This design comes from an exercise in tuning for small area, a short achievable clock period and few clock cycles per item on the open sky130 flow, not from production work. Where RTL was checked, it was by simulation tests only, not by an equivalence proof against the original. Only the layout flow was run in run 4; the RTL was not checked for function there. No activity file was given, so power comes from the tool's default toggle rates.

## flow/design.v (module list and top-level ports; edited modules follow where they fit)
// module qkv_ctrl: 41 lines
// module operand_fetch: 93 lines
// module mac_unit: 1840 lines
// module csa_fa: 10 lines
// module csa_x2: 7 lines
// module csa_ha: 9 lines
// module cpa32: 268 lines
// module add16: 111 lines
// module result_writer: 24 lines
// module qkv_top: 60 lines
module qkv_top #(
	parameter int num_proj = 3
) (
	input  logic        clk,
	input  logic        reset_n,
	input  logic        dut_valid,
	output logic        dut_ready,
	output logic [15:0] input_read_address,
	input  logic [31:0] input_read_data,
	output logic [15:0] weight_read_address,
	input  logic [31:0] weight_read_data,
	output logic        result_write_enable,
	output logic [15:0] result_write_address,
	output logic [31:0] result_write_data
);
  // ...
==> flow/flow/run.sh <==
#!/bin/bash
set -e
MARGIN=6
cat >> config.mk <<EOS
export SETUP_SLACK_MARGIN = $MARGIN
export BUFFER_PORTS_ARGS = -buffer_cell sky130_fd_sc_hd__buf_2
export CTS_ARGS = -sink_clustering_enable -repair_clock_nets -dont_use_dummy_load
EOS
bash standard.sh > standard.log 2>&1
==> flow/standard.sh <==
#!/bin/bash
# synth_recipe.tcl (not shown) runs the flow's synth.tcl, then flattens the netlist and writes it again
# the make line also repeats each setting of config.mk as NAME=value (left out here)
make -C /OpenROAD-flow-scripts/flow DESIGN_CONFIG=/design/flow/config.mk WORK_HOME=/design/flow/orfs CLKGATE_MAP_FILE= SYNTH_SCRIPT=/design/flow/synth_recipe.tcl "${@:-finish}"
==> flow/config.mk <==
export PLATFORM = sky130hd
export DESIGN_NAME = qkv_top
export DESIGN_NICKNAME = qkv_top
export VERILOG_FILES = /design/flow/design.v
export SDC_FILE = /design/flow/constraint.sdc
export NUM_CORES = 4
export LEC_CHECK = 0
export CAP_MARGIN = 20
export CORE_MARGIN = 2
export CORE_UTILIZATION = 40
export SLEW_MARGIN = 20
export SYNTH_HIERARCHICAL = 1
export SYNTH_MINIMUM_KEEP_SIZE = 0
export SETUP_SLACK_MARGIN = 6
export BUFFER_PORTS_ARGS = -buffer_cell sky130_fd_sc_hd__buf_2
export CTS_ARGS = -sink_clustering_enable -repair_clock_nets -dont_use_dummy_load
==> flow/constraint.sdc <==
create_clock -name core_clock -period 9.0 [get_ports {clk}]
set_input_delay 1.8000 -clock core_clock [delete_from_list [all_inputs] [get_ports {clk}]]
set_output_delay 1.8000 -clock core_clock [all_outputs]
set_load 0.01 [all_outputs]
==> results.py, run 1 <==
metrics = {
    "worst_setup_path": {
        "r2r-start": "u_mac_unit.a_r[17]",
        "crit_end": "result_write_address[2]",
        "cp_slowest_cell": "dfxtp_4",
        "cp_max_fo": 5,
    },
    "synth": {
        "synth_area_um2": 30920,
        "synth_area_leaders": "dfxtp_1 28%, fa_1 17%, edfxtp_1 9.6%, xnor2_1 9.6%, a22oi_2 4.4%",
        "syn-instance-count": 2719,
        "ys_seq_area_frac": 0.3778,
        "synthFlopType": "dfxtp_1",
        "synth_xor_area_frac": 0.1221,
        "synth_adder_area_share": 0.2023,
    },
    "place": {
        "placed_cells": 3746,
        "numPortBuffers": 148,
    },
    "outcome": {
        "status": "timing/DRC/antenna clean",
    },
    "clock_tree": {
        "clk_path_buf_depth": 3,
        "cts_htree_levels": 2,
    },
    "pwr": {
        "p_int_mw": 6.145,
        "power.leakage_nw": 12.52,
    },
    "final_layout": {
        "layout.cells.non_filler": 3816,
        "final_common_cell": "dfxtp_1",
        "fillers": 7043,
        "n_antenna_cell": 1,
        "final_cell_mix": "373 x dfxtp_1, 338 x xnor2_1, 255 x fa_1",
    },
    "grt": {
        "gr-total-overflow": 0,
        "grt_pass1_wl_um": 128400,
        "grt_util_met3": 0.03444,
    },
    "hold_path": {
        "min_path_cells": 0,
    },
    "timing": {
        "tightest_slew_ns": 0.9928,
    },
    "drt": {
        "met1_length_um": 35200,
    },
}
Testbench counts, summed over its fixed seeds: cycles 54,315, macs 53,547.
==> run 2: changes to the inputs <==
==> flow/flow/run.sh (replaced) <==
#!/bin/bash
set -e
MARGIN=6
cat >> config.mk <<EOS
export SETUP_SLACK_MARGIN = $MARGIN
export BUFFER_PORTS_ARGS = -buffer_cell sky130_fd_sc_hd__buf_2
export CTS_ARGS = -sink_clustering_enable -repair_clock_nets -dont_use_dummy_load -sink_clustering_size 30 -sink_clustering_max_diameter 60
EOS
bash standard.sh > standard.log 2>&1
--- a/flow/config.mk
+++ b/flow/config.mk
@@ -14,3 +14,3 @@
 export SETUP_SLACK_MARGIN = 6
 export BUFFER_PORTS_ARGS = -buffer_cell sky130_fd_sc_hd__buf_2
-export CTS_ARGS = -sink_clustering_enable -repair_clock_nets -dont_use_dummy_load
+export CTS_ARGS = -sink_clustering_enable -repair_clock_nets -dont_use_dummy_load -sink_clustering_size 30 -sink_clustering_max_diameter 60
==> results.py, run 2 <==
metrics = {
    "outcome": {
        "status": "timing/DRC/antenna clean",
    },
    "final_layout": {
        "final_util": 0.4371,
        "reg_top3": "u_mac_unit.a_r (32), u_mac_unit.acc_s (32), u_result_writer.result_write_data (32)",
        "area_growth_pct": 7.729,
        "nNetsFinal": 3178,
        "final_common_cell": "dfxtp_1",
        "layout.cells.non_filler": 3793,
        "fin_area_um2": 33310,
        "drive_gt1_frac": 0.1676,
        "final_cell_mix": "376 x dfxtp_1, 338 x xnor2_1, 255 x fa_1",
    },
    "grt": {
        "grt_start_max_net_pins": 69,
        "grt_pass1_wl_um": 127500,
        "grt_pass1_vias": 21893,
        "grt_usage": 0.2056,
        "gr-total-overflow": 0,
        "antenna_found_initial": 1,
    },
    "worst_setup_path": {
        "r2r_setup_slack_ns": 6.08,
        "r2r_end": "u_mac_unit.mid_29_4",
        "cp_top_family": "flip-flops",
        "r2r-start": "u_mac_unit.b_one[2]",
        "cpPeakStageDelay_ns": 0.40,
        "critPathCaptureType": "primary output",
        "critPathBufInv": 1,
        "cp_max_fo": 6,
        "crit_chain": "buf_2",
        "cp-start-kind": "flop",
        "crit_type": "flop to primary output",
        "cp_slowest_cell": "dfxtp_2",
        "reg2regPathDepth": 7,
        "cp_data_required_time_ns": 7.20,
        "crit_arrival_ns": 1.16,
    },
    "pwr": {
        "total_power_mw": 9.318,
        "p_per_area_nw_per_um2": 279.7,
        "power.leakage_nw": 12.29,
        "irDropWorstVdd_mv": 0.1585,
    },
    "clock_tree": {
        "clk_path_buf_depth": 3,
        "cts_htree_levels": 2,
        "numCtsBuffers": 44,
        "cts_tree": "done",
        "clock_latency_ns": 0.63,
        "path_clk_slew_ns": 0.08,
        "cts.sinks": 534,
        "clock_tree.root_cell": "clkbuf_16",
    },
    "drt": {
        "drc": 0,
        "drtIter0Drc": 1743,
        "firstDrtPassIters": 5,
        "wire_per_inst_um": 21.44,
        "wl_um": 81330,
        "viasPerCell": 5.540,
        "ant_nets": 0,
        "vias": 21015,
    },
    "hold_path": {
        "hp-start": "u_qkv_ctrl.first_s0",
        "hold_end": "u_qkv_ctrl.first_s1",
        "min_path_cells": 0,
        "min_path_type": "flop to flop",
    },
    "synth": {
        "syn_avg_cell_area_um2": 11.37,
        "syn-instance-count": 2719,
        "synth.yosys.warnings": 10,
        "ys_seq_area_frac": 0.3778,
        "synthFlopType": "dfxtp_1",
        "synthTopCellsByCount": "435 x dfxtp_1, 338 x xnor2_1, 255 x fa_1, 152 x a22oi_1, 147 x nand2_1",
        "synth-seq-cells": 534,
        "synth_area_um2": 30920,
        "synth_most_common_cell": "dfxtp_1",
        "yosysTopAreaCell": "dfxtp_1",
        "synth_cell_type_count": 87,
        "async_flop_share": 0,
        "synth_edf_count": 99,
        "synth_area_leaders": "dfxtp_1 28%, fa_1 17%, edfxtp_1 9.6%, xnor2_1 9.6%, a22oi_2 4.4%",
        "synth_top_cell_area_share": 0.2816,
    },
    "place": {
        "placed_cells": 3746,
        "dp_hpwl_um": 57060,
        "dpl-instance-area_um2": 32050,
        "place_ws_ns": 5.732,
        "place_congestion": 0.8533,
        "numPortBuffers": 148,
    },
    "timing": {
        "rsz0062_at_grt": "no",
        "period_share": 0.3288,
        "post-route-min-period_ns": 2.959,
        "setup_tns_ns": 0,
        "timing.fmax_mhz": 337.9,
        "holdWs_ns": 0.3345,
        "skew_ns": 0.08995,
        "report.final.slew_viol_count": 0,
        "slew-limit-headroom": 0.3360,
        "finalHoldViolCount": 0,
        "tightest_slew_ns": 0.9946,
        "fin_ws_ns": 6.041,
        "setup_violations": 0,
    },
    "floorplanning": {
        "dieArea_um2": 79540,
        "coreArea_um2": 76200,
        "io_pins": 149,
        "start_util": 0.4058,
        "die_x_um": 282.0,
        "die_h_um": 282.0,
        "std_cell_rows": 101,
    },
    "flow_run": {
        "drv_cap": 0,
    },
}
[run 2: modules after synthesis, one instance, submodules excluded, excerpt]
module / copies in the design / area, µm² / flops+latches / cells
mac_unit: 1 / 12520 / 287 / 1095
result_writer: 1 / 1426 / 49 / 118
cpa32: 1 / 853.3 / 0 / 117
add16: 1 / 401.6 / 0 / 55
csa_fa: 255 / 20.02 / 0 / 1
csa_ha: 72 / 12.51 / 0 / 1
csa_x2: 34 / 8.758 / 0 / 1
[run 2: what timing repair did]
| action | in CTS | in global routing |
|---|---|---|
| hold buffers | 0 | 0 |
| setup endpoints to repair | 75 | 54 |
| gates cloned | 0 | 0 |
| gates resized for setup | 57 | 21 |
| setup buffers | 1 | 1 |
| pin swaps | 0 | 1 |
[run 2: cells by family (layout without fill, tap and decap cells)]
kind of cell,Yosys count,count (layout),share of synthesized area
AO/OA/AOI/OAI,579,579,0.1456
other,1,3,0.0001213
AND/OR/NAND/NOR,573,573,0.09898
XOR/XNOR,431,431,0.1221
buffers and inverters,228,270,0.04411
multiplexers,26,26,0.008983
adder cells (fa/ha/maj),347,347,0.2023
flip-flops,534,534,0.3778
[run 2: power by group]
part	total [mW]	internal [mW]	switching, mW
sequential	3.45	3.10	0.353
clock	1.70	0.859	0.841
combinational	4.17	1.95	2.22
total	9.32	5.90	3.41
[run 2: worst reg2reg max path: stages, from the launching register on]
cell,delay [ns]
dfxtp_1,0.48
buf_6,0.35
a22oi_1,0.17
xnor2_1,0.19
fa_1,0.48
fa_1,0.47
fa_1,0.38
ha_1,0.28
[run 2: worst max path at each step]
stage | cells past startpoint | slack [ns] | start | endpoint
global placement | 5 | 5.78 | input_read_data[12] | u_operand_fetch.k_end
finish | 1 | 6.04 | u_operand_fetch.weight_read_address[2] | weight_read_address[2]
detailed placement | 5 | 5.73 | input_read_data[5] | u_operand_fetch.k_end
global route | 7 | 6.00 | u_mac_unit.b_two[1] | u_mac_unit.mid_30_4
floorplan | 4 | 6.03 | input_read_data[5] | u_operand_fetch.k_end
CTS | 6 | 5.98 | u_mac_unit.b_two[7] | u_mac_unit.mid_30_4
[run 2: area by class of cell]
type	count	area, µm²
antenna	1	2.502
clock buffer	44	1101
fill	7081	42890
inverter	34	127.6
multi-input combinational	1958	17900
sequential	534	11790
tap	1030	1289
timing repair buffer	192	1105
[run 2: routing by layer]
metal  global-route usage  part of all wire  vias to the layer above  routed length [µm]
li1                     -                 -                     9554                   -
met1               0.2790              0.44                    10585               35620
met2               0.3393              0.47                      744               38310
met3              0.03312             0.065                      130                5282
met4              0.05824             0.026                        2                2101
met5                    0           0.00016                        -                  13
==> run 3: changes to the inputs <==
==> flow/flow/run.sh (replaced) <==
#!/bin/bash
set -e
MARGIN=6
cat >> config.mk <<EOS
export SETUP_SLACK_MARGIN = $MARGIN
export BUFFER_PORTS_ARGS = -buffer_cell sky130_fd_sc_hd__buf_2
export CTS_ARGS = -sink_clustering_enable -repair_clock_nets -dont_use_dummy_load -sink_clustering_size 40 -sink_clustering_max_diameter 80
EOS
bash standard.sh > standard.log 2>&1
--- a/flow/config.mk
+++ b/flow/config.mk
@@ -14,3 +14,3 @@
 export SETUP_SLACK_MARGIN = 6
 export BUFFER_PORTS_ARGS = -buffer_cell sky130_fd_sc_hd__buf_2
-export CTS_ARGS = -sink_clustering_enable -repair_clock_nets -dont_use_dummy_load -sink_clustering_size 30 -sink_clustering_max_diameter 60
+export CTS_ARGS = -sink_clustering_enable -repair_clock_nets -dont_use_dummy_load -sink_clustering_size 40 -sink_clustering_max_diameter 80
==> results.py, run 3 <==
metrics = {
    "grt": {
        "grt_pass1_wl_um": 127000,
        "antenna_found_initial": 0,
        "grt_start_max_net_pins": 69,
        "gr-total-overflow": 0,
        "grt_pass1_vias": 21811,
        "grt_usage": 0.2049,
    },
    "hold_path": {
        "min_path_type": "flop to flop",
    },
    "pwr": {
        "irDropWorstVdd_mv": 0.1580,
        "p_per_area_nw_per_um2": 275.5,
        "power.leakage_nw": 12.18,
    },
    "floorplanning": {
        "coreArea_um2": 76200,
        "dieArea_um2": 79540,
        "die_x_um": 282.0,
        "io_pins": 149,
        "std_cell_rows": 101,
        "start_util": 0.4058,
        "die_h_um": 282.0,
    },
    "synth": {
        "synth_area_leaders": "dfxtp_1 28%, fa_1 17%, edfxtp_1 9.6%, xnor2_1 9.6%, a22oi_2 4.4%",
        "synth_most_common_cell": "dfxtp_1",
        "synth.yosys.warnings": 10,
        "yosysTopAreaCell": "dfxtp_1",
        "synth_top_cell_area_share": 0.2816,
        "async_flop_share": 0,
        "synth_edf_count": 99,
        "synthTopCellsByCount": "435 x dfxtp_1, 338 x xnor2_1, 255 x fa_1, 152 x a22oi_1, 147 x nand2_1",
        "synth_cell_type_count": 87,
        "synth_area_um2": 30920,
        "synthFlopType": "dfxtp_1",
        "ys_seq_area_frac": 0.3778,
        "synth-seq-cells": 534,
        "syn-instance-count": 2719,
        "syn_avg_cell_area_um2": 11.37,
    },
    "drt": {
        "ant_nets": 0,
        "wire_per_inst_um": 21.45,
        "drc": 0,
        "firstDrtPassIters": 5,
        "vias": 20919,
        "drtIter0Drc": 1672,
        "viasPerCell": 5.528,
        "wl_um": 81170,
    },
    "clock_tree": {
        "cts_tree": "done",
        "numCtsBuffers": 35,
        "cts_htree_levels": 2,
        "clk_path_buf_depth": 3,
        "clock_tree.root_cell": "clkbuf_16",
        "clock_latency_ns": 0.59,
        "cts.sinks": 534,
        "path_clk_slew_ns": 0.12,
    },
    "worst_setup_path": {
        "cpPeakStageDelay_ns": 0.41,
        "cp_slowest_cell": "dfxtp_2",
        "cp_data_required_time_ns": 7.20,
        "critPathCaptureType": "primary output",
        "cp_top_family": "flip-flops",
        "critPathBufInv": 1,
        "crit_arrival_ns": 1.15,
        "cp-start-kind": "flop",
        "cp_max_fo": 5,
        "crit_chain": "buf_2",
        "crit_type": "flop to primary output",
    },
    "place": {
        "numPortBuffers": 148,
        "dpl-instance-area_um2": 32050,
        "dp_hpwl_um": 57060,
        "place_congestion": 0.8533,
    },
    "final_layout": {
        "final_cell_mix": "380 x dfxtp_1, 338 x xnor2_1, 255 x fa_1",
        "nNetsFinal": 3169,
        "final_common_cell": "dfxtp_1",
        "multiInputGateArea_um2": 17900,
        "area_growth_pct": 7.009,
        "fin_area_um2": 33090,
        "fillers": 7096,
        "drive_gt1_frac": 0.1635,
        "regArea_um2": 11780,
        "reg_top3": "u_mac_unit.a_r (32), u_mac_unit.acc_s (32), u_result_writer.result_write_data (32)",
    },
    "timing": {
        "setup_tns_ns": 0,
        "slew-limit-headroom": 0.3335,
        "finalHoldViolCount": 0,
        "report.final.slew_viol_count": 0,
        "tightest_slew_ns": 0.9987,
        "skew_ns": 0.07671,
        "rsz0062_at_grt": "no",
        "period_share": 0.3275,
        "setup_violations": 0,
        "timing.fmax_mhz": 339.3,
        "post-route-min-period_ns": 2.947,
    },
    "outcome": {
        "status": "timing/DRC/antenna clean",
    },
    "flow_run": {
        "drv_cap": 0,
    },
}
-- run 3: cell counts after synthesis --
Identical to the previous run, type by type.
-- run 3: path summary, 6_finish.rpt --
check	start	depth (start not counted)	endpoint	slack (ns)
max	u_operand_fetch.weight_read_address[10]	1	weight_read_address[10]	6.05
min	u_qkv_ctrl.first_s1	0	u_qkv_ctrl.first_s2	0.33
max reg2reg	u_mac_unit.b_neg[0]	6	u_mac_unit.mid_28_4	6.10
min reg2reg	u_qkv_ctrl.first_s1	0	u_qkv_ctrl.first_s2	0.33
-- run 3: what timing repair did --
item | CTS | global route
gates resized for setup | 49 | 28
endpoints found under the setup margin | 66 | 33
hold buffers | 0 | 0
gates cloned | 0 | 0
buffers inserted | 0 | 2
-- run 3: kinds of logic (layout without fill, tap and decap cells) --
family	after synthesis	after routing	synth area share
flops	534	534	0.3778
compound gates	579	579	0.1456
xor+xnor	431	431	0.1221
mux	26	26	0.008983
simple gates	573	573	0.09898
buf+inv	228	261	0.04411
other cells	1	3	0.0001213
fa+ha+maj	347	347	0.2023
-- run 3: area by class of cell --
class                           instances  share of cell area
Multi-Input combinational cell       1958              0.5409
Sequential cell                       534              0.3559
Tap cell                             1030             0.03895
Timing Repair Buffer                  192             0.03377
Clock buffer                           35             0.02647
Inverter                               34            0.003857
Antenna cell                            1          0.00007563
-- run 3: through the flow --
| step | setup slack, ns | hold slack (ns) | power, mW | utilization | instances |
|---|---|---|---|---|---|
| 4_1_cts | 6.001 | 0.3324 | 9.244 | 0.4331 | 3781 |
| 3_5_place_dp | 5.732 | 0.3121 | 7.743 | 0.4206 | 3746 |
| 6_report | 6.053 | 0.3288 | 9.114 | 0.4342 | 3784 |
| 5_1_grt | 6.000 | 0.3270 | 9.919 | 0.4342 | 3783 |
| 3_3_place_gp | 5.775 | 0.3135 | 7.575 | 0.4206 | 3746 |
| 2_1_floorplan | 6.034 | 0.3096 | 6.506 | - | 2720 |
-- run 3: per-module statistics from Yosys (local to each module, per instance), a selection --
module,cell area [µm²],flops+latches,cells,times used
result_writer,1426,49,118,1
mac_unit,12520,287,1095,1
add16,401.6,0,55,1
csa_ha,12.51,0,1,72
csa_fa,20.02,0,1,255
qkv_ctrl,465.4,17,34,1
csa_x2,8.758,0,1,34
cpa32,853.3,0,117,1
-- run 3: power by group --
part           total [mW]  leakage (nW)  switching (mW)  internal [mW]
clock                1.49         0.431           0.798          0.693
sequential           3.45          4.56           0.353           3.10
combinational        4.18          7.19            2.22           1.95
-- run 3: routing by layer --
metal | vias up | wire length, µm | GRT usage
li1 | 9523 | - | -
met1 | 10569 | 35640 | 0.2784
met2 | 705 | 38330 | 0.3389
met3 | 122 | 5164 | 0.03254
met4 | 0 | 2035 | 0.05646
met5 | - | 0 | 0
==> module operand_fetch, before the edit <==
module operand_fetch #(
	parameter int num_proj = 3
) (
	input  logic        clk,
	input  logic [31:0] input_read_data,
	input  logic [31:0] weight_read_data,
	output logic [15:0] input_read_address,
	output logic [15:0] weight_read_address,
	input  logic        hdr2,
	input  logic        run,
	output logic        k_last,
	output logic        all_last
);
	logic [15:0] rows_i, cols_i, cols_w;
	logic [15:0] kc, jc, ic;
	logic [1:0]  p;
	logic [15:0] row_base;    
	logic [15:0] col_base;    
	logic [15:0] mat_base;    
	logic        k_end, j_end, i_end, p_end;
	logic [15:0] in_next, w_next;
	logic [15:0] w_stride;
	add16 u_stride (.a(weight_read_address), .b(cols_w), .s(w_stride));
	assign p_end = (p == 2'(num_proj - 1));
	assign k_last   = k_end;
	assign all_last = k_end & j_end & i_end & p_end;
	always_comb begin
		if (!k_end || (j_end && !i_end))
			in_next = input_read_address + 16'd1;    
		else if (!j_end)
			in_next = row_base;                       
		else
			in_next = 16'd1;                          
		if (!k_end)
			w_next = w_stride;                        
		else if (!j_end)
			w_next = col_base + 16'd1;                
		else if (!i_end)
			w_next = mat_base;                        
		else
			w_next = weight_read_address + 16'd1;     
	end
	always_ff @(posedge clk) begin
		if (hdr2) begin
			rows_i <= input_read_data[31:16];
			cols_i <= input_read_data[15:0];
			cols_w <= weight_read_data[15:0];
			kc <= input_read_data[15:0];
			jc <= weight_read_data[15:0];
			ic <= input_read_data[31:16];
			k_end <= (input_read_data[15:0] == 16'd1);
			j_end <= (weight_read_data[15:0] == 16'd1);
			i_end <= (input_read_data[31:16] == 16'd1);
			p  <= '0;
		end else if (run) begin
			kc    <= k_end ? cols_i : kc - 16'd1;
			k_end <= k_end ? (cols_i == 16'd1) : (kc == 16'd2);
			if (k_end) begin
				jc    <= j_end ? cols_w : jc - 16'd1;
				j_end <= j_end ? (cols_w == 16'd1) : (jc == 16'd2);
				if (j_end) begin
					ic    <= i_end ? rows_i : ic - 16'd1;
					i_end <= i_end ? (rows_i == 16'd1) : (ic == 16'd2);
					if (i_end)
						p <= p + 2'd1;
				end
			end
		end
	end
	always_ff @(posedge clk) begin
		if (hdr2) begin
			input_read_address  <= 16'd1;
			weight_read_address <= 16'd1;
			row_base <= 16'd1;
			col_base <= 16'd1;
			mat_base <= 16'd1;
		end else if (run) begin
			input_read_address  <= in_next;
			weight_read_address <= w_next;
			if (k_end) begin
				col_base <= w_next;
				if (j_end) begin
					row_base <= in_next;
					if (i_end)
						mat_base <= w_next;
				end
			end
		end else begin
			input_read_address  <= '0;
			weight_read_address <= '0;
		end
	end
endmodule
==> run 4: changes to the inputs <==
--- a/flow/design.v
+++ b/flow/design.v
@@ -55,6 +55,6 @@
 	output logic        all_last
 );
-	logic [15:0] rows_i, cols_i, cols_w;
-	logic [15:0] kc, jc, ic;
+	logic [14:0] rows_i, cols_i, cols_w;
+	logic [14:0] kc, jc, ic;
 	logic [1:0]  p;
 	logic [15:0] row_base;    
@@ -64,5 +64,5 @@
 	logic [15:0] in_next, w_next;
 	logic [15:0] w_stride;
-	add16 u_stride (.a(weight_read_address), .b(cols_w), .s(w_stride));
+	add16 u_stride (.a(weight_read_address), .b({1'b0, cols_w}), .s(w_stride));
 	assign p_end = (p == 2'(num_proj - 1));
 	assign k_last   = k_end;
@@ -86,23 +86,23 @@
 	always_ff @(posedge clk) begin
 		if (hdr2) begin
-			rows_i <= input_read_data[31:16];
-			cols_i <= input_read_data[15:0];
-			cols_w <= weight_read_data[15:0];
-			kc <= input_read_data[15:0];
-			jc <= weight_read_data[15:0];
-			ic <= input_read_data[31:16];
-			k_end <= (input_read_data[15:0] == 16'd1);
-			j_end <= (weight_read_data[15:0] == 16'd1);
-			i_end <= (input_read_data[31:16] == 16'd1);
+			rows_i <= input_read_data[30:16];
+			cols_i <= input_read_data[14:0];
+			cols_w <= weight_read_data[14:0];
+			kc <= input_read_data[14:0];
+			jc <= weight_read_data[14:0];
+			ic <= input_read_data[30:16];
+			k_end <= (input_read_data[14:0] == 15'd1);
+			j_end <= (weight_read_data[14:0] == 15'd1);
+			i_end <= (input_read_data[30:16] == 15'd1);
 			p  <= '0;
 		end else if (run) begin
-			kc    <= k_end ? cols_i : kc - 16'd1;
-			k_end <= k_end ? (cols_i == 16'd1) : (kc == 16'd2);
+			kc    <= k_end ? cols_i : kc - 15'd1;
+			k_end <= k_end ? (cols_i == 15'd1) : (kc == 15'd2);
 			if (k_end) begin
-				jc    <= j_end ? cols_w : jc - 16'd1;
-				j_end <= j_end ? (cols_w == 16'd1) : (jc == 16'd2);
+				jc    <= j_end ? cols_w : jc - 15'd1;
+				j_end <= j_end ? (cols_w == 15'd1) : (jc == 15'd2);
 				if (j_end) begin
-					ic    <= i_end ? rows_i : ic - 16'd1;
-					i_end <= i_end ? (rows_i == 16'd1) : (ic == 16'd2);
+					ic    <= i_end ? rows_i : ic - 15'd1;
+					i_end <= i_end ? (rows_i == 15'd1) : (ic == 15'd2);
 					if (i_end)
 						p <= p + 2'd1;
==> flow/flow/run.sh (replaced) <==
#!/bin/bash
set -e
MARGIN=6
cat >> config.mk <<EOS
export SETUP_SLACK_MARGIN = $MARGIN
export BUFFER_PORTS_ARGS = -buffer_cell sky130_fd_sc_hd__buf_2
export CTS_ARGS = -sink_clustering_enable -repair_clock_nets -dont_use_dummy_load -sink_clustering_size 32 -sink_clustering_max_diameter 64
EOS
bash standard.sh > standard.log 2>&1
--- a/flow/config.mk
+++ b/flow/config.mk
@@ -14,3 +14,3 @@
 export SETUP_SLACK_MARGIN = 6
 export BUFFER_PORTS_ARGS = -buffer_cell sky130_fd_sc_hd__buf_2
-export CTS_ARGS = -sink_clustering_enable -repair_clock_nets -dont_use_dummy_load -sink_clustering_size 40 -sink_clustering_max_diameter 80
+export CTS_ARGS = -sink_clustering_enable -repair_clock_nets -dont_use_dummy_load -sink_clustering_size 32 -sink_clustering_max_diameter 64
==> results.py, run 4 <==
metrics = {
    "drt": {
        "firstDrtPassIters": 6,
        "viasPerCell": 5.533,
        "wl_um": 80620,
        "wire_per_inst_um": 21.42,
        "ant_nets": 0,
        "vias": 20820,
        "drc": 0,
        "drtIter0Drc": 1725,
    },
    "floorplanning": {
        "coreArea_um2": 75950,
        "dieArea_um2": 79050,
        "die_h_um": 281.2,
        "io_pins": 149,
        "die_x_um": 281.2,
        "std_cell_rows": 101,
        "start_util": 0.4046,
    },
    "outcome": {
        "status": "timing/DRC/antenna clean",
    },
    "timing": {
        "tightest_slew_ns": 0.9585,
        "slew-limit-headroom": 0.3601,
        "finalHoldViolCount": 0,
        "skew_ns": 0.09607,
        "setup_violations": 0,
        "period_share": 0.3301,
        "rsz0062_at_grt": "no",
        "setup_tns_ns": 0,
        "post-route-min-period_ns": 2.971,
        "timing.fmax_mhz": 336.6,
        "fin_ws_ns": 6.029,
        "report.final.slew_viol_count": 0,
    },
    "worst_setup_path": {
        "cp-startpoint": "u_operand_fetch.weight_read_address[0]",
        "cp_data_required_time_ns": 7.20,
        "cpPeakStageDelay_ns": 0.42,
        "cp_top_family": "flip-flops",
        "crit_arrival_ns": 1.17,
        "cp_slowest_cell": "dfxtp_4",
        "crit_chain": "buf_2",
        "critPathCaptureType": "primary output",
        "crit_type": "flop to primary output",
        "cp-start-kind": "flop",
        "cp_max_fo": 8,
        "r2r-start": "u_mac_unit.b_two[9]",
        "critPathBufInv": 1,
    },
    "final_layout": {
        "reg_top3": "u_mac_unit.a_r (32), u_mac_unit.acc_s (32), u_result_writer.result_write_data (32)",
        "drive_gt1_frac": 0.1700,
        "nNetsFinal": 3146,
        "layout.cells.non_filler": 3763,
        "final_util": 0.4350,
        "area_growth_pct": 7.529,
        "final_cell_mix": "374 x dfxtp_1, 331 x xnor2_1, 255 x fa_1",
        "fillers": 7105,
        "final_common_cell": "dfxtp_1",
    },
    "synth": {
        "synth.yosys.warnings": 10,
        "synth-seq-cells": 528,
        "synth_cell_type_count": 96,
        "synth_area_leaders": "dfxtp_1 28%, fa_1 17%, xnor2_1 9.4%, edfxtp_1 9.1%, a22oi_2 4.4%",
        "syn-instance-count": 2687,
        "synth_edf_count": 93,
        "synth_most_common_cell": "dfxtp_1",
        "syn_avg_cell_area_um2": 11.44,
        "synthTopCellsByCount": "435 x dfxtp_1, 331 x xnor2_1, 255 x fa_1, 157 x a22oi_1, 149 x nand2_1",
        "synth_area_um2": 30730,
        "yosysTopAreaCell": "dfxtp_1",
        "async_flop_share": 0,
        "synthFlopType": "dfxtp_1",
        "ys_seq_area_frac": 0.3743,
        "synth_top_cell_area_share": 0.2834,
    },
    "clock_tree": {
        "cts_tree": "done",
        "cts.sinks": 528,
        "cts_htree_levels": 2,
        "numCtsBuffers": 41,
        "hold_buffers": 0,
        "clock_latency_ns": 0.63,
        "path_clk_slew_ns": 0.08,
        "clock_tree.root_cell": "clkbuf_16",
        "clk_path_buf_depth": 3,
    },
    "pwr": {
        "clockPowerShare": 0.176,
        "power.leakage_nw": 12.29,
        "pwr-share-comb": 0.452,
        "p_per_area_nw_per_um2": 279.3,
        "seq_power_share": 0.372,
        "p_sw_mw": 3.395,
        "irDropWorstVdd_mv": 0.1842,
        "swShare": 0.3678,
        "p_int_mw": 5.834,
    },
    "place": {
        "numPortBuffers": 148,
        "place_ws_ns": 5.862,
        "placed_cells": 3713,
        "place_congestion": 0.8705,
        "dp_hpwl_um": 57620,
    },
    "hold_path": {
        "min_path_type": "flop to flop",
        "hp-start": "u_qkv_ctrl.first_s1",
    },
    "grt": {
        "gr-total-overflow": 0,
        "grt_pass1_vias": 21629,
        "grt_usage": 0.2040,
        "grt_pass1_wl_um": 126500,
        "antenna_found_initial": 10,
        "grt_start_max_net_pins": 80,
    },
    "flow_run": {
        "drv_cap": 0,
    },
}
[run 4: cells by family (layout without fill, tap and decap cells)]
| logic type | Yosys count | count (layout) | share of synthesized area |
|---|---|---|---|
| compound gates | 571 | 571 | 0.1462 |
| xor+xnor | 425 | 425 | 0.1211 |
| fa+ha+maj | 347 | 347 | 0.2036 |
| buf+inv | 223 | 265 | 0.04479 |
| flops | 528 | 528 | 0.3743 |
| mux | 33 | 33 | 0.01136 |
| other cells | 2 | 6 | 0.0002444 |
| simple gates | 558 | 558 | 0.09838 |
[run 4: per-module statistics from Yosys (local to each module, per instance), a selection]
module,copies in the design,flops+latches,cells inside,cell area (µm²)
csa_x2,34,0,1,8.758
csa_ha,72,0,1,12.51
mac_unit,1,287,1095,12520
cpa32,1,0,117,853.3
qkv_ctrl,1,17,34,465.4
result_writer,1,49,118,1426
[run 4: path summary, 6_finish.rpt]
path         cells after the start                     end  slack [ns]
max                              1  weight_read_address[0]        6.03
min                              0     u_qkv_ctrl.first_s2        0.33
max reg2reg                      5     u_mac_unit.mid_30_3        6.11
min reg2reg                      0     u_qkv_ctrl.first_s2        0.33
[run 4: power by group through the flow]
stage               logic (mW)  registers, mW  clock network, mW
global placement          4.03           3.49                  0
global route              4.78           3.50               1.75
CTS                       4.27           3.44               1.67
floorplan                 3.10           3.38                  0
detailed placement        4.26           3.50                  0
finish                    4.18           3.43               1.62
[run 4: final cells by class]
type	count	area, µm²	share of cell area
well taps	1030	1289	0.03900
diodes	3	7.507	0.0002272
multi-input cells	1937	17860	0.5405
repair buffers	193	1140	0.03450
inverters	31	116.4	0.003522
flip-flops and latches	528	11600	0.3512
clock buffers	41	1026	0.03105
[run 4: repair_timing]
| action | CTS | global route |
|---|---|---|
| buffers inserted | 1 | 5 |
| setup endpoints to repair | 51 | 85 |
| resized for setup | 50 | 32 |
[run 4: per-layer routing]
layer	global-route usage	wire [µm]	up-vias
met3	0.03841	5688	141
met5	0	114	-
met4	0.06184	1835	16
li1	-	-	9452
met1	0.2680	34420	10439
met2	0.3402	38560	772
[run 4: worst register-to-register path: stages, from the launching register on]
cell     delay, ns
dfxtp_1       0.83
a22oi_1       0.23
xnor2_1       0.22
fa_1          0.48
fa_1          0.56
fa_1          0.44
[run 4: through the flow]
stage          area (µm²)  power [mW]  hold WS, ns
2_1_floorplan       30730       6.478       0.3096
3_3_place_gp        31800       7.523       0.3114
3_5_place_dp        31810       7.756       0.3136
4_1_cts             32910       9.386       0.3307
5_1_grt             33040       10.03       0.3369
6_report            33040       9.229       0.3293

[afterwards: timing with drivers on the ports]
No port has a modelled driver above. Below, the same layouts with a new extraction and two added sets of constraints. Step 1 (the two cells are an assumption about what drives the block):
set clk [get_ports {clk}]
set_driving_cell -lib_cell sky130_fd_sc_hd__clkbuf_16 $clk
set_driving_cell -lib_cell sky130_fd_sc_hd__buf_2 [delete_from_list [all_inputs] $clk]
Step 2 also shifts input and output timing later by t, the mid clock arrival at the registers, as if the neighbouring blocks saw the same clock. Slacks: ideal / step 1 / step 2; pairs: ideal / step 1.
run	t (ns)	setup WS [ns]	worst slew at a driven data input, ns	pins driven straight from the clock port
run 1	0.669	6.035 / 5.972 / 5.750	0.10	1
run 2	0.640	6.041 / 5.978 / 5.747	0.10	1
run 3	0.619	6.053 / 5.989 / 5.758	0.10	1
run 4	0.643	6.029 / 5.965 / 6.109	0.11	1
After both steps setup and hold are still met in every run listed. For run 3, which loses most, drivers alone change the setup slack by -0.064 ns; drivers and shift together by -0.295 ns.
